Context: an optimization exercise on an open-source flow, tuned for small area and a short achievable clock period. The choices shown serve that exercise and are no tape-out recipe. Function was checked by simulation only, so behaviour that the tests miss may differ from the original.

## pn_top
module pn_top (
    input  logic        clk,
    input  logic        rst_n,
    input  logic        in_valid,
    input  logic [1:0]  mode,
    input  logic        operator,
    input  logic [2:0]  in,
    output logic        out_valid,
    output logic [31:0] out
);
==> flow/config.mk <==
export PLATFORM = sky130hd
export DESIGN_NAME = pn_top
export DESIGN_NICKNAME = pn_top
export VERILOG_FILES = /design/flow/design.v
export SDC_FILE = /design/flow/constraint.sdc
export NUM_CORES = 4
export LEC_CHECK = 0
export CAP_MARGIN = 20
export CORE_MARGIN = 2
export CORE_UTILIZATION = 40
export CTS_BUF_LIST = sky130_fd_sc_hd__clkbuf_8
export CTS_CLUSTER_DIAMETER = 50
export CTS_CLUSTER_SIZE = 20
export PLACE_DENSITY = 0.8
export SLEW_MARGIN = 20
export TNS_END_PERCENT = 20
==> flow/constraint.sdc <==
create_clock -name core_clock -period 11.0 [get_ports {clk}]
set_input_delay 2.2000 -clock core_clock [delete_from_list [all_inputs] [get_ports {clk}]]
set_output_delay 2.2000 -clock core_clock [all_outputs]
set_load 0.01 [all_outputs]
standard.sh (not shown) runs the stock make flow with config.mk's settings and CLKGATE_MAP_FILE= SYNTH_SCRIPT=/design/flow/synth_recipe.tcl, a recipe that flattens the netlist after the stock synthesis.
==> flow/flow/run.sh <==
#!/bin/bash
set -e
export BUFFER_PORTS_ARGS="-buffer_cell sky130_fd_sc_hd__buf_1"
export SETUP_SLACK_MARGIN=7
bash standard.sh > standard.log 2>&1
Then changed:
Settings changed: PLACE_DENSITY 0.8 to not set, TNS_END_PERCENT 20 to 10.
- non-clock buffer count went down by 19
- clock-buffer cell count stays the same
Then changed:
==> flow/flow/run.sh (replaced) <==
#!/bin/bash
set -e
export BUFFER_PORTS_ARGS="-buffer_cell sky130_fd_sc_hd__buf_1"
export SETUP_SLACK_MARGIN=7.5
bash standard.sh > standard.log 2>&1
The new run completed without violations.
Register-to-register slack hardly moves.
Synthesized area stays the same.
Routed wire length increases by about 1.8%.
Then changed:
==> flow/flow/run.sh (replaced) <==
#!/bin/bash
set -e
export BUFFER_PORTS_ARGS="-buffer_cell sky130_fd_sc_hd__buf_1"
export SETUP_SLACK_MARGIN=7
bash standard.sh > standard.log 2>&1
Settings changed: TNS_END_PERCENT 10 to 20.
Effect:
- The changed run went through all stages and came out clean
- design area goes down by 4.8%
- wire length goes down by 1.9%
- count of clock-buffer cells in the layout is unchanged
- synthesized cell count does not change
- critical path depth goes up by 1
- sequential share of layout area goes up by 1.4 points
- worst setup slack is worse by 0.024 ns
- final cell count goes down by 2.4%
Then changed:
==> flow/flow/run.sh (replaced) <==
#!/bin/bash
set -e
export BUFFER_PORTS_ARGS="-buffer_cell sky130_fd_sc_hd__buf_1"
export SETUP_SLACK_MARGIN=7.25
bash standard.sh > standard.log 2>&1
Settings changed: PLACE_DENSITY set to 0.7, TNS_END_PERCENT 20 to 5.
The new run finished clean.
Clock skew went up by 0.0056 ns.
Final cell count drops by about 0.43%.
Final area goes down by 0.54%.

---

Another version of the RTL of pn_top (not shown whole).
For scale: about 140 flip-flops, about 42 I/O pins, roughly 13000 um^2 of cells after synthesis.
## pn_top
module pn_top (
    input  logic        clk,
    input  logic        rst_n,
    input  logic        in_valid,
    input  logic [1:0]  mode,
    input  logic        operator,
    input  logic [2:0]  in,
    output logic        out_valid,
    output logic [31:0] out
);
export LEC_CHECK = 0
export CAP_MARGIN = 20
export CORE_MARGIN = 2
export CORE_UTILIZATION = 40
export SLEW_MARGIN = 20
create_clock -name core_clock -period 11.0 [get_ports {clk}]
run.sh (not shown) runs the stock make flow with config.mk's settings and CLKGATE_MAP_FILE= SYNTH_SCRIPT=/design/flow/synth_recipe.tcl, a recipe that flattens the netlist after the stock synthesis.
Stock flow here: none of the scripts above is used.
The starting point passed the timing, DRC and antenna checks.
Then changed:
Settings changed: SETUP_SLACK_MARGIN set to 5.
Result: Non-clock buffer count rose by 28; utilization climbs by 1.0 points; routed wire length goes up by 3.1%.

---

Setup of v9:
The RTL this note starts from:
==> flow/design.v <==
package pn_pkg;
    localparam int TOK_DEPTH = 12;               
    localparam logic [1:0] MODE_PREFIX  = 2'd2;
    localparam logic [1:0] MODE_POSTFIX = 2'd3;
    localparam logic [2:0] OP_ADD     = 3'd0;
    localparam logic [2:0] OP_SUB     = 3'd1;
    localparam logic [2:0] OP_MUL     = 3'd2;
    localparam logic [2:0] OP_ABS_SUM = 3'd3;
endpackage
`timescale 1ns/10ps
module pn_token_buffer (
    input  logic       clk,
    input  logic       in_valid,
    input  logic       operator,
    input  logic [2:0] in,
    output logic [2:0] val,          
    output logic       is_op,        
    output logic       op_sub,       
    output logic       op_mul,       
    output logic       op_abs,       
    output logic       op_sum        
);
    logic [3:0] ent [pn_pkg::TOK_DEPTH];
    logic [3:0] nxt;                 
    assign nxt = in_valid ? {operator, in} : ent[1];
    always_ff @(posedge clk) begin
        for (int i = 0; i < pn_pkg::TOK_DEPTH; i++) begin
            if (in_valid)
                ent[i] <= (i == 0) ? {operator, in} : ent[(i == 0) ? 0 : i - 1];
            else
                ent[i] <= (i == pn_pkg::TOK_DEPTH - 1) ? ent[i] : ent[(i == pn_pkg::TOK_DEPTH - 1) ? i : i + 1];
        end
        op_sub <= nxt[3] && nxt[2:0] == pn_pkg::OP_SUB;
        op_mul <= nxt[3] && nxt[2:0] == pn_pkg::OP_MUL;
        op_abs <= nxt[3] && nxt[2:0] == pn_pkg::OP_ABS_SUM;
        op_sum <= nxt[3] && !nxt[2] && nxt[1:0] != 2'd2;
    end
    assign val   = ent[0][2:0];
    assign is_op = ent[0][3];
endmodule
`timescale 1ns/10ps
module pn_stack_eval (
    input  logic        clk,
    input  logic        rst_n,
    input  logic        start,       
    input  logic        ev,          
    input  logic        fin,         
    input  logic [2:0]  val,         
    input  logic        is_op,
    input  logic        op_sub,
    input  logic        op_mul,
    input  logic        op_abs,
    input  logic        op_sum,
    input  logic        prefix,      
    output logic [17:0] result       
);
    logic [2:0]  depth;              
    logic        topx;               
    logic [17:0] x;
    logic [9:0]  y;
    logic [2:0]  xk;                 
    logic [2:0]  yk;
    logic [15:0] ram0;               
    logic [9:0]  ram1;               
    logic [6:0]  ram2;               
    logic [2:0]  ram3;               
    logic [2:0]  k0;                 
    logic [1:0]  k1;                 
    logic [1:0]  k2;                 
    logic        sel_x;              
    logic        sel_y;
    logic        sel_r;
    logic [17:0] ys;
    logic        neg;
    logic [17:0] sum;
    logic [17:0] prd;
    logic [17:0] mag;
    logic [17:0] res;
    logic [2:0]  rk;                 
    logic        rbig;               
    logic [17:0] below;              
    logic [2:0]  bk;
    logic [17:0] nos;                
    logic [2:0]  nk;
    logic        push;
    logic        pop;
    logic [2:0]  nd;
    logic        ntopx;
    assign ys = {{8{y[9]}}, y};
    function automatic logic [17:0] booth_mul(input logic [17:0] a, input logic [9:0] b);
        logic [10:0] bb;
        logic [17:0] acc;
        logic [17:0] row;
        logic [18:0] a2;
        logic        one, two, ng;
        bb  = {b, 1'b0};
        a2  = {a, 1'b0};
        acc = '0;
        for (int i = 0; i < 5; i++) begin
            one = bb[2*i+1] ^ bb[2*i];
            two = (bb[2*i+2] & !bb[2*i+1] & !bb[2*i]) | (!bb[2*i+2] & bb[2*i+1] & bb[2*i]);
            ng  = bb[2*i+2];
            row = '0;
            for (int j = 0; j < 18; j++)
                row[j] = ((one & a[j]) | (two & a2[j])) ^ ng;
            acc = acc + (row << (2*i)) + ({17'd0, ng} << (2*i));
        end
        booth_mul = acc;
    endfunction
    always_comb begin
        sum = x + {{8{y[9] ^ op_sub}}, y ^ {10{op_sub}}} + {17'd0, op_sub};
        neg = op_sub ? (topx ^ prefix) : (op_abs && sum[17]);
        mag = neg ? -sum : sum;
        prd = booth_mul(x, y);
        res = ({18{op_mul}} & prd) | ({18{op_sum}} & mag);
        rk   = xk + yk;
        rbig = rk >= 3'd4;
        case (depth)
            3'd3:    begin below = {{2{ram0[15]}}, ram0}; bk = k0; end
            3'd4:    begin below = {{8{ram1[9]}}, ram1};  bk = {1'b0, k1}; end
            3'd5:    begin below = {{11{ram2[6]}}, ram2}; bk = {1'b0, k2}; end
            default: begin below = {15'd0, ram3};         bk = 3'd1; end
        endcase
        nos = topx ? ys : x;
        nk  = topx ? yk : xk;
        push  = ev && depth != 3'd7 && !is_op;
        pop   = ev && depth != 3'd7 && is_op && depth >= 3'd2;
        nd    = depth;
        ntopx = topx;
        if (start) begin
            nd = '0;
        end else if (push) begin
            nd    = depth + 1'b1;
            ntopx = 1'b0;
        end else if (pop) begin
            nd    = depth - 1'b1;
            ntopx = rbig;
        end
    end
    always_ff @(posedge clk) begin
        depth <= nd;
        topx  <= ntopx;
        if (push) begin
            x  <= topx ? x : ys;
            xk <= topx ? xk : yk;
            y  <= {7'd0, val};
            yk <= 3'd1;
            case (depth)
                3'd2: begin ram0 <= nos[15:0]; k0 <= nk; end
                3'd3: begin ram1 <= nos[9:0];  k1 <= nk[1:0] | {2{nk[2]}}; end
                3'd4: begin ram2 <= nos[6:0];  k2 <= nk[1:0] | {2{nk[2]}}; end
                3'd5:       ram3 <= nos[2:0];
                default: ;
            endcase
        end else if (pop) begin
            if (rbig) begin
                x  <= res;
                xk <= rk;
                y  <= below[9:0];
                yk <= bk;
            end else begin
                x  <= below;
                xk <= bk;
                y  <= res[9:0];
                yk <= rk;
            end
        end
    end
    always_ff @(posedge clk or negedge rst_n) begin
        if (!rst_n) begin
            sel_x <= 1'b0;
            sel_y <= 1'b0;
            sel_r <= 1'b0;
        end else begin
            sel_x <= fin && ((nd == 3'd1 && ntopx) || (nd == 3'd2 && !ntopx));
            sel_y <= fin && ((nd == 3'd1 && !ntopx) || (nd == 3'd2 && ntopx));
            sel_r <= fin && nd >= 3'd3;
        end
    end
    assign result = ({18{sel_x}} & x) | ({18{sel_y}} & ys) | ({18{sel_r}} & {{2{ram0[15]}}, ram0});
endmodule
`timescale 1ns/10ps
module pn_top (
    input  logic        clk,
    input  logic        rst_n,
    input  logic        in_valid,
    input  logic [1:0]  mode,
    input  logic        operator,
    input  logic [2:0]  in,
    output logic        out_valid,
    output logic [31:0] out
);
    logic        recv;           
    logic [3:0]  cnt;
    logic        acc;            
    logic        prefix;
    logic        res_q;          
    logic [2:0]  val;
    logic        is_op;
    logic        op_sub;
    logic        op_mul;
    logic        op_abs;
    logic        op_sum;
    logic [17:0] result;
    logic        start;
    logic        drain;
    logic        ev;
    logic        fin;
    assign start = in_valid && !recv;
    assign drain = recv ? !in_valid : (cnt != 4'd0);
    assign ev    = acc && (recv ? (!prefix || !in_valid) : (prefix && cnt != 4'd0));
    assign fin   = acc && drain && (cnt == 4'd1);
    always_ff @(posedge clk or negedge rst_n) begin
        if (!rst_n) begin
            recv  <= 1'b0;
            cnt   <= '0;
            res_q <= 1'b0;
        end else begin
            res_q <= fin;
            if (start) begin
                recv <= 1'b1;
                cnt  <= 4'd1;
            end else if (recv && in_valid) begin
                cnt  <= cnt + 1'b1;
            end else if (drain) begin
                recv <= 1'b0;
                cnt  <= acc ? cnt - 1'b1 : 4'd0;
            end
        end
    end
    always_ff @(posedge clk) begin
        if (start) begin
            acc    <= mode[1];
            prefix <= !mode[0];
        end
    end
    pn_token_buffer i_token_buffer (
        .clk      (clk),
        .in_valid (in_valid),
        .operator (operator),
        .in       (in),
        .val      (val),
        .is_op    (is_op),
        .op_sub   (op_sub),
        .op_mul   (op_mul),
        .op_abs   (op_abs),
        .op_sum   (op_sum)
    );
    pn_stack_eval i_stack_eval (
        .clk    (clk),
        .rst_n  (rst_n),
        .start  (start),
        .ev     (ev),
        .fin    (fin),
        .val    (val),
        .is_op  (is_op),
        .op_sub (op_sub),
        .op_mul (op_mul),
        .op_abs (op_abs),
        .op_sum (op_sum),
        .prefix (prefix),
        .result (result)
    );
    assign out_valid = res_q;
    assign out       = {{14{result[17]}}, result};
endmodule
make LEC_CHECK=0 CAP_MARGIN=20 CORE_MARGIN=2 CORE_UTILIZATION=40 CTS_BUF_LIST=sky130_fd_sc_hd__clkbuf_8 CTS_CLUSTER_DIAMETER=100 CTS_CLUSTER_SIZE=30 SETUP_SLACK_MARGIN=5 SLEW_MARGIN=20 finish   # period 11.0 ns
diff inputs: v9 => v35
Settings: CTS_BUF_LIST removed (was sky130_fd_sc_hd__clkbuf_8); CTS_CLUSTER_DIAMETER removed (was 100); CTS_CLUSTER_SIZE removed (was 30).
Results
Peak clock frequency supported by timing, v9 and v35: larger value in v35
Summary of v35 over v9: count of antenna diodes in the layout held steady, cell area grew by about 1.4%.

## separate check: timing with driven ports
How much do the figures lean on ideal ports? The routed layouts below were timed once more, with nothing changed but the port constraints. Step 1 sets driving cells, clkbuf_16 on the clock port and buf_2 on the other inputs (assumed; they add their load-dependent delay and slew). Step 2, shift: input delay + t, output delay - t, t = (earliest + latest rising clock arrival at the registers) / 2. This alone moves slack from input paths to output paths. a / b / c = no drivers / after step 1 / after step 2; a / b = the first two.
run	t, ns	setup slack, ns	hold slack, ns	worst slew at a driven data input, ns
the first run of note 1	0.503	6.563 / 6.563 / 6.563	0.442 / 0.442 / 0.442	0.04
the second run of note 1	0.494	6.919 / 6.919 / 6.919	0.444 / 0.444 / 0.444	0.05
the third run of note 1	0.490	6.925 / 6.925 / 6.925	0.443 / 0.443 / 0.443	0.05
the fourth run of note 1	0.494	6.902 / 6.902 / 6.902	0.444 / 0.444 / 0.444	0.05
the fifth run of note 1	0.491	6.855 / 6.855 / 6.855	0.435 / 0.435 / 0.435	0.04
the first run of note 2	0.458	4.564 / 4.564 / 4.564	0.427 / 0.427 / 0.427	0.04
the second run of note 2	0.460	5.154 / 5.154 / 5.154	0.428 / 0.428 / 0.428	0.04
v9	0.470	5.435 / 5.435 / 5.435	0.432 / 0.432 / 0.432	0.03
v35	0.452	5.476 / 5.476 / 5.476	0.426 / 0.426 / 0.426	0.03
After both steps setup and hold are still met in every run listed.
